Context: an optimization exercise on an open-source flow, tuned for small area. The choices shown serve that exercise and are no tape-out recipe. The RTL was checked by simulation tests, not by an equivalence proof against the original design. Power figures rest on the tool's default switching activity, not on a simulated workload.

## maple
Design decode_unit, start of the top module:
module decode_unit (
    input  logic        clk,
    input  logic        rst,
    input  logic        req_i,
    input  logic [31:0] inst_i,
    input  logic        ex_wreg_i,
    input  logic [4:0]  ex_wd_i,
    input  logic [31:0] ex_wdata_i,
    input  logic        mem_wreg_i,
    input  logic [4:0]  mem_wd_i,
    input  logic [31:0] mem_wdata_i,
    input  logic        wb_wreg_i,
    input  logic [4:0]  wb_wd_i,
    input  logic [31:0] wb_wdata_i,
    output logic        ack_o,
    output logic [7:0]  aluop_o,
    output logic [2:0]  alusel_o,
    output logic [4:0]  wd_o,
    output logic        wreg_o,
    output logic        inst_valid_o,
    output logic [31:0] reg1_o,
    output logic [31:0] reg2_o
);
Size in the first run: about 1100 flip-flops, about 42000 sq um of cells after synthesis.
Settings: LEC_CHECK=0, CAP_MARGIN=20, CORE_MARGIN=2, CORE_UTILIZATION=55, PLACE_DENSITY=0.7, SLEW_MARGIN=20, SYNTH_HIERARCHICAL=1; clock period 4.0 ns.
standard.sh (not shown) runs the stock make flow with config.mk's settings and CLKGATE_MAP_FILE= SYNTH_SCRIPT=/design/flow/synth_recipe.tcl, a recipe that flattens the netlist after the stock synthesis.
==> flow/flow/run.sh <==
#!/bin/bash
# Standard ORFS layout with lighter port buffers (every port still gets its
# own buffer, a buf_1 instead of the delay cell buffer_ports picks) and a
# clock tree of larger sink clusters without dummy loads.
set -euo pipefail
export BUFFER_PORTS_ARGS="-buffer_cell sky130_fd_sc_hd__buf_1"
export CTS_ARGS="-sink_clustering_enable -repair_clock_nets -sink_clustering_size 12 -sink_clustering_max_diameter 50 -buf_list sky130_fd_sc_hd__clkbuf_8 -dont_use_dummy_load"
bash standard.sh > standard.log 2>&1
maple finished every step from synthesis to the final layout, and the layout passed the timing, DRC and antenna checks.
### maple -> lagoon
Settings: PLACE_DENSITY: 0.7 -> unset; CORE_UTILIZATION: 55 -> 40.
==> flow/flow/run.sh <==
#!/bin/bash
# Standard ORFS layout with lighter port buffers (every port still gets its
# own buffer, a buf_1 instead of the delay cell buffer_ports picks) and a
# clock tree of larger sink clusters without dummy loads.
set -euo pipefail
export BUFFER_PORTS_ARGS="-buffer_cell sky130_fd_sc_hd__buf_1"
export CTS_ARGS="-sink_clustering_enable -repair_clock_nets -sink_clustering_size 20 -sink_clustering_max_diameter 80 -buf_list sky130_fd_sc_hd__clkbuf_16 -dont_use_dummy_load"
bash standard.sh > standard.log 2>&1
Results
- NOTE: total power in lagoon exceeds that of maple
- In lagoon, the number of diodes added for antenna fixing came out 5 below the value in maple.
- Timing endpoint of the critical path: reg1_q[16]$_DFF_P_ -> maple, reg2_q[22]$_DFF_P_ -> lagoon
- maple → lagoon: sequential group share of total power lower; wire length on met1 went up by about 12%; synthesized instance count has remained practically unchanged; area growth from synthesis to layout +1.6 points; total net switching power up about 1.5%.
- Arrival time at the worst endpoint down 60 ps in lagoon wrt maple
Inputs modified between lagoon and willow:
==> flow/flow/run.sh <==
#!/bin/bash
# Standard ORFS layout with lighter port buffers (every port still gets its
# own buffer, a buf_1 instead of the delay cell buffer_ports picks) and a
# clock tree of larger sink clusters without dummy loads.
set -euo pipefail
export BUFFER_PORTS_ARGS="-buffer_cell sky130_fd_sc_hd__buf_1"
export CTS_ARGS="-sink_clustering_enable -repair_clock_nets -sink_clustering_size 12 -sink_clustering_max_diameter 50 -buf_list sky130_fd_sc_hd__clkbuf_8 -dont_use_dummy_load"
bash standard.sh > standard.log 2>&1
Findings:
- Taking lagoon as the reference, in willow period utilization fell by 2.4 points; sequential share of cell area stayed essentially flat; multiplexer area fraction after synthesis stayed essentially flat.
- Every run in the comparison, willow and lagoon, completed the flow with a clean layout.
- Relative to lagoon, number of standard cells in the final layout excluding fillers has increased by 1.1% in willow.
- Between willow and lagoon, the difference in synthesized-area fraction occupied by ao, oa, aoi and oai cells is negligible.
- For number of non-clock buffers in the layout, lagoon and willow come out practically identical.

---

Another version of the RTL of decode_unit (not shown whole).
For scale: ~3600 cells after synthesis, ~1100 flip-flops, about 230 I/O pins, about 42000 sq um of cells after synthesis.
Settings: LEC_CHECK=0, CAP_MARGIN=20, CORE_MARGIN=2, CORE_UTILIZATION=55, PLACE_DENSITY=0.7, SLEW_MARGIN=20, SYNTH_HIERARCHICAL=1; clock period 4.0 ns.
==> flow/flow/run.sh <==
#!/bin/bash
# Standard ORFS layout with lighter port buffers (every port still gets its
# own buffer, a buf_1 instead of the delay cell buffer_ports picks) and a
# clock tree of larger sink clusters without dummy loads.
set -euo pipefail
export BUFFER_PORTS_ARGS="-buffer_cell sky130_fd_sc_hd__buf_1"
export CTS_ARGS="-sink_clustering_enable -repair_clock_nets -sink_clustering_size 20 -sink_clustering_max_diameter 80 -buf_list sky130_fd_sc_hd__clkbuf_16 -dont_use_dummy_load"
bash standard.sh > standard.log 2>&1
The starting point went through all stages and came out clean.
Then changed:
- CORE_UTILIZATION: 55 -> 45
- GPL_ROUTABILITY_DRIVEN: unset -> 0
- PLACE_DENSITY: 0.7 -> 0.75
The new run ran to the end with no violations.
Clock-buffer cell count does not change.
Die area grows by 22%.
Total power hardly moves.
Then changed:
--- a/flow/flow/run.sh
+++ b/flow/flow/run.sh
@@ -7 +7 @@
-export CTS_ARGS="-sink_clustering_enable -repair_clock_nets -sink_clustering_size 20 -sink_clustering_max_diameter 80 -buf_list sky130_fd_sc_hd__clkbuf_16 -dont_use_dummy_load"
+export CTS_ARGS="-sink_clustering_enable -repair_clock_nets -sink_clustering_size 26 -sink_clustering_max_diameter 80 -buf_list sky130_fd_sc_hd__clkbuf_16 -dont_use_dummy_load"
- CORE_UTILIZATION: 45 -> 55
- GPL_ROUTABILITY_DRIVEN: 0 -> unset
- PLACE_DENSITY: 0.75 -> 0.7
Outcome: Wire length climbs by 5.1%. Global-route usage climbs by 11 points. Worst setup slack improves by 0.48 ns. Via count climbs by 1.7%. Sequential share of layout area climbs by 0.75 points.
Then changed:
--- a/flow/flow/run.sh
+++ b/flow/flow/run.sh
@@ -7 +7 @@
-export CTS_ARGS="-sink_clustering_enable -repair_clock_nets -sink_clustering_size 26 -sink_clustering_max_diameter 80 -buf_list sky130_fd_sc_hd__clkbuf_16 -dont_use_dummy_load"
+export CTS_ARGS="-sink_clustering_enable -repair_clock_nets -sink_clustering_size 20 -sink_clustering_max_diameter 80 -buf_list sky130_fd_sc_hd__clkbuf_16 -dont_use_dummy_load"
- CAP_MARGIN: 20 -> 5
- CORE_UTILIZATION: 55 -> 40
- PLACE_DENSITY: 0.7 -> unset
- SLEW_MARGIN: 20 -> 5
Register-to-register slack gains 0.32 ns.
Synthesized area stays the same.
Utilization came out lower by 16 points.
Total power goes up by a few percent.
Design area rises by a few percent.
Worst hold slack gets better by 0.0060 ns.
Global-route usage went down by 13 points.
Synthesized cell count is unchanged.
Flip-flop and latch count does not change.

---

lane 1:
Another version of the RTL of decode_unit (not shown whole).
For scale: about 3600 cells after synthesis, ~42000 sq um of cells after synthesis.
==> flow/config.mk <==
export PLATFORM = sky130hd
export DESIGN_NAME = decode_unit
export DESIGN_NICKNAME = decode_unit
export VERILOG_FILES = /design/flow/design.v
export SDC_FILE = /design/flow/constraint.sdc
export NUM_CORES = 4
export LEC_CHECK = 0
export CAP_MARGIN = 0
export CORE_MARGIN = 2
export CORE_UTILIZATION = 55
export PLACE_DENSITY = 0.8
export SLEW_MARGIN = 0
export SYNTH_HIERARCHICAL = 1
==> flow/constraint.sdc <==
create_clock -name core_clock -period 4.0 [get_ports {clk}]
set_input_delay 0.8000 -clock core_clock [delete_from_list [all_inputs] [get_ports {clk}]]
set_output_delay 0.8000 -clock core_clock [all_outputs]
set_load 0.01 [all_outputs]
==> flow/flow/run.sh <==
#!/bin/bash
# Standard ORFS layout with lighter port buffers (every port still gets its
# own buffer, a buf_1 instead of the delay cell buffer_ports picks) and a
# clock tree of larger sink clusters without dummy loads.
set -euo pipefail
export BUFFER_PORTS_ARGS="-buffer_cell sky130_fd_sc_hd__buf_1"
export CTS_ARGS="-sink_clustering_enable -repair_clock_nets -sink_clustering_size 26 -sink_clustering_max_diameter 80 -buf_list sky130_fd_sc_hd__clkbuf_16 -dont_use_dummy_load"
bash standard.sh > standard.log 2>&1
Lane 1 ran to completion and came out clean on the timing, DRC and antenna checks.
### lane 1 -> lane 2
- changing PLACE_DENSITY from 0.8 to 0.75
Findings:
[compare] base=lane 1 new=lane 2: actual slew at the worst max-slew pin rose 0.081 ns; combined global-route utilization of all metal layers rose 1.5 points; minimum clock period fell 0.15 ns; wire length of the first global-routing pass rose about 2.3%; routability-driven placement congestion ratio fell 0.033.
In the flow results for lane 1 and lane 2, the worst hold slack across all endpoints is larger on lane 2.
On power, lane 1 and lane 2 are neck and neck.
[inputs] lane 3 vs lane 2
- changing CAP_MARGIN from 0 to 20
- changing SLEW_MARGIN from 0 to 20
- changing PLACE_DENSITY from 0.75 to 0.7
==> comparison <==
In the reports for lane 2 and lane 3, the larger routed wire length belongs to lane 3. Of lane 2 and lane 3, the higher detailed-routed wire length on met3 belongs to lane 3. Lane 3 vs lane 2, reported clock group power went up by about 2%. The post-route fraction of the period consumed by the critical path reported for lane 3 is smaller than that of lane 2 by 5.4 points. Lane 3 ends up with a clock group share of total power that is 0.2 points higher than in lane 2. Lane 3 vs lane 2 on initial antenna violation count: lane 3 is the higher one. Going from lane 2 to lane 3, the worst setup slack was found to have gone up by 0.21 ns.

---

Another version of the RTL of decode_unit (not shown whole).
For scale: ~1100 flip-flops, about 230 I/O pins.
export LEC_CHECK = 0
export CAP_MARGIN = 20
export CORE_MARGIN = 2
export CORE_UTILIZATION = 40
export CTS_BUF_LIST = sky130_fd_sc_hd__clkbuf_4 sky130_fd_sc_hd__clkbuf_8
export SLEW_MARGIN = 20
export SYNTH_HIERARCHICAL = 1
create_clock -name core_clock -period 4.0 [get_ports {clk}]
==> flow/flow/run.sh <==
#!/bin/bash
# Standard ORFS layout with lighter port buffers: every port still gets
# its own buffer, a buf_1 instead of the delay cell buffer_ports picks.
set -euo pipefail
export BUFFER_PORTS_ARGS="-buffer_cell sky130_fd_sc_hd__buf_1"
bash standard.sh > standard.log 2>&1
The starting point produced a clean layout.
Change:
==> flow/run.sh (new file) <==
#!/bin/bash
# synth_recipe.tcl (not shown) runs the flow's synth.tcl, then flattens the netlist and writes it again
# the make line also repeats each setting of config.mk as NAME=value (left out here)
make -C /OpenROAD-flow-scripts/flow DESIGN_CONFIG=/design/flow/config.mk WORK_HOME=/design/flow/orfs CLKGATE_MAP_FILE= SYNTH_SCRIPT=/design/flow/synth_recipe.tcl finish
Settings changed: CTS_BUF_LIST sky130_fd_sc_hd__clkbuf_4 sky130_fd_sc_hd__clkbuf_8 to unset.
removed: flow/flow/run.sh
removed: flow/standard.sh
The changed run completed without violations.
Power climbs by 2.2%.
Synthesized area does not change.
Flip-flop and latch count stays the same.
Die area stays the same.
Setup slack got worse by 0.094 ns.
Sequential share of layout area drops by 2.2 points.
Non-clock buffer count climbs by 150.

==> re-timing with driven ports <==
How much do the figures lean on ideal ports? The routed layouts below were timed once more, with nothing changed but the port constraints. Step 1 (the two cells are an assumption about what drives the block):
set clk [get_ports {clk}]
set_driving_cell -lib_cell sky130_fd_sc_hd__clkbuf_16 $clk
set_driving_cell -lib_cell sky130_fd_sc_hd__buf_2 [delete_from_list [all_inputs] $clk]
Step 2 times the ports against the registers' clock, not the clock port: input delays grow and output delays shrink by t, the midpoint of the rising clock arrivals with the driver on. Three values: ideal ports, drivers, drivers and shift; two values: the first two.
run | t, ns | setup WS [ns] | worst setup path after step 2 | latest minus earliest clock arrival (ns)
maple | 0.822 | 0.763 / 0.717 / -0.105 | input to register | 0.070 / 0.070
lagoon | 0.774 | 0.807 / 0.853 / 0.080 | input to register | 0.057 / 0.057
willow | 0.854 | 0.902 / 0.935 / 0.081 | input to register | 0.093 / 0.093
the first run of note 2 | 0.742 | 0.431 / 0.454 / -0.288 | input to register | 0.054 / 0.054
the second run of note 2 | 0.731 | 0.012 / 0.058 / -0.673 | input to register | 0.092 / 0.092
the third run of note 2 | 0.727 | 0.488 / 0.509 / -0.218 | input to register | 0.047 / 0.046
the fourth run of note 2 | 0.725 | 0.374 / 0.412 / -0.313 | input to register | 0.089 / 0.090
lane 1 | 0.722 | 0.229 / 0.237 / -0.485 | input to register | 0.103 / 0.104
lane 2 | 0.711 | 0.378 / 0.420 / -0.291 | input to register | 0.074 / 0.074
lane 3 | 0.722 | 0.593 / 0.562 / -0.160 | input to register | 0.058 / 0.058
the first run of note 4 | 0.934 | 0.134 / 0.175 / -0.759 | input to register | 0.042 / 0.042
the second run of note 4 | 0.779 | 0.040 / 0.078 / -0.701 | input to register | 0.034 / 0.034
Met with ideal ports but missed after step 2: setup timing in 10 of these runs. The setup slack of the first run of note 4, which loses most, moves by +0.041 ns with the drivers and by -0.893 ns with both steps.
